Source: an optimization exercise on an open RTL-to-GDS flow (aim: small area, a short achievable clock period and few clock cycles). Production flows keep margins and buffers that such runs may drop.

Setup of TR:
==> flow/design.v <==
package imem_pkg;
    localparam logic [15:0] OP_NOP  = 16'h0000;
    localparam logic [15:0] OP_HALT = 16'hFFFF;
endpackage
module imem_array #(
    parameter int unsigned DATA_W = 16,
    parameter int unsigned DEPTH  = 256,
    parameter int unsigned PTR_W  = 8
) (
    input  logic              clk,
    input  logic              we_i,
    input  logic [PTR_W-1:0]  waddr_i,
    input  logic [DATA_W-1:0] wdata_i,
    input  logic [PTR_W-1:0]  raddr_i,
    output logic [DATA_W-1:0] rdata_o
);
    logic [DATA_W-1:0] mem_q [DEPTH];
    always_ff @(posedge clk) begin
        if (we_i) begin
            mem_q[waddr_i] <= wdata_i;
        end
    end
    logic [DEPTH-1:0] rsel;
    always_comb begin
        rsel = '0;
        rsel[raddr_i] = 1'b1;
    end
    always_comb begin
        rdata_o = '0;
        for (int i = 0; i < DEPTH; i++) begin
            rdata_o = rdata_o | (mem_q[i] & {DATA_W{rsel[i]}});
        end
    end
endmodule
module prog_instruction_mem #(
    parameter int unsigned       ADDR_W    = 16,
    parameter int unsigned       DATA_W    = 16,
    parameter int unsigned       DEPTH     = 256,
    parameter logic [DATA_W-1:0] FILL_WORD = DATA_W'(imem_pkg::OP_NOP)
) (
    input  logic                       clk,
    input  logic                       rst_n,
    input  logic                       fetch_req,
    input  logic [ADDR_W-1:0]          fetch_addr,
    output logic [DATA_W-1:0]          instr,
    output logic                       instr_valid,
    output logic                       addr_fault,
    input  logic                       load_start,
    input  logic                       ld_valid,
    input  logic [DATA_W-1:0]          ld_data,
    input  logic                       ld_last,
    output logic                       ld_ready,
    output logic                       busy,
    output logic                       load_ovf,
    output logic [$clog2(DEPTH+1)-1:0] prog_len
);
    localparam int unsigned PTR_W = (DEPTH > 1) ? $clog2(DEPTH) : 1;
    localparam int unsigned LEN_W = $clog2(DEPTH + 1);
    logic              loading_q;
    logic [LEN_W-1:0]  prog_len_q;      
    logic              load_ovf_q;
    logic [LEN_W-1:0]  len_q;           
    logic              instr_valid_q, addr_fault_q;
    logic [DATA_W-1:0] rdata_q;
    logic              wr_en, wr_end;
    logic [31:0]       fetch_idx;
    logic              fetch_fault, fetch_accept, fetch_fill;
    logic [DATA_W-1:0] rd_data;
    assign fetch_idx    = 32'(fetch_addr) >> 1;
    assign fetch_fault  = fetch_addr[0] | (fetch_idx >= 32'(DEPTH));
    assign fetch_accept = !loading_q && fetch_req && !load_start;
    assign fetch_fill   = fetch_fault | (fetch_idx >= 32'(len_q));
    assign wr_en  = loading_q && ld_valid;
    assign wr_end = ld_last || (len_q == LEN_W'(DEPTH - 1));
    imem_array #(
        .DATA_W (DATA_W),
        .DEPTH  (DEPTH),
        .PTR_W  (PTR_W)
    ) u_array (
        .clk     (clk),
        .we_i    (wr_en),
        .waddr_i (len_q[PTR_W-1:0]),
        .wdata_i (ld_data),
        .raddr_i (fetch_idx[PTR_W-1:0]),
        .rdata_o (rd_data)
    );
    always_ff @(posedge clk or negedge rst_n) begin
        if (!rst_n) begin
            loading_q  <= 1'b0;
            load_ovf_q <= 1'b0;
            len_q      <= '0;
            prog_len_q <= '0;
        end else if (loading_q) begin
            if (ld_valid) begin
                len_q <= len_q + 1'b1;
                if (wr_end) begin
                    loading_q  <= 1'b0;
                    load_ovf_q <= !ld_last;
                    prog_len_q <= len_q + 1'b1;
                end
            end
        end else if (load_start) begin
            loading_q  <= 1'b1;
            load_ovf_q <= 1'b0;
            len_q      <= '0;
        end
    end
    always_ff @(posedge clk or negedge rst_n) begin
        if (!rst_n) begin
            instr_valid_q <= 1'b0;
            addr_fault_q  <= 1'b0;
        end else begin
            instr_valid_q <= fetch_accept;
            addr_fault_q  <= fetch_accept && fetch_fault;
        end
    end
    always_ff @(posedge clk) begin
        rdata_q <= fetch_fill ? FILL_WORD : rd_data;
    end
    assign instr       = rdata_q;
    assign instr_valid = instr_valid_q;
    assign addr_fault  = addr_fault_q;
    assign ld_ready    = loading_q;
    assign busy        = loading_q;
    assign load_ovf    = load_ovf_q;
    assign prog_len    = prog_len_q;
endmodule
Settings: LEC_CHECK=0, CAP_MARGIN=20, CORE_MARGIN=2, CORE_UTILIZATION=45, SETUP_SLACK_MARGIN=1.5, SLEW_MARGIN=20; clock period 5.0 ns.
run.sh (not shown) runs the stock make flow with config.mk's settings and CLKGATE_MAP_FILE= SYNTH_SCRIPT=/design/flow/synth_recipe.tcl, a recipe that flattens the netlist after the stock synthesis.
TR did not finish; the tool stopped in global routing (5_1_grt) with error GRT-0116.
> inputs changed (TR -> PW)
Settings: CORE_UTILIZATION: 45 -> 60; SETUP_SLACK_MARGIN: 1.5 -> 2.3.
- In the summary table, PW is marked failed, with error GRT-0116 raised in global routing (5_1_grt).
- On setup slack at placement: between TR and PW, it ends up higher for TR.
- [PW] number of setup buffers added after CTS rose 13% relative to TR
- PW ends up with a number of buffers inserted during clock tree synthesis that is 13 lower than in TR.
No functional check of the RTL was part of any run of this note.
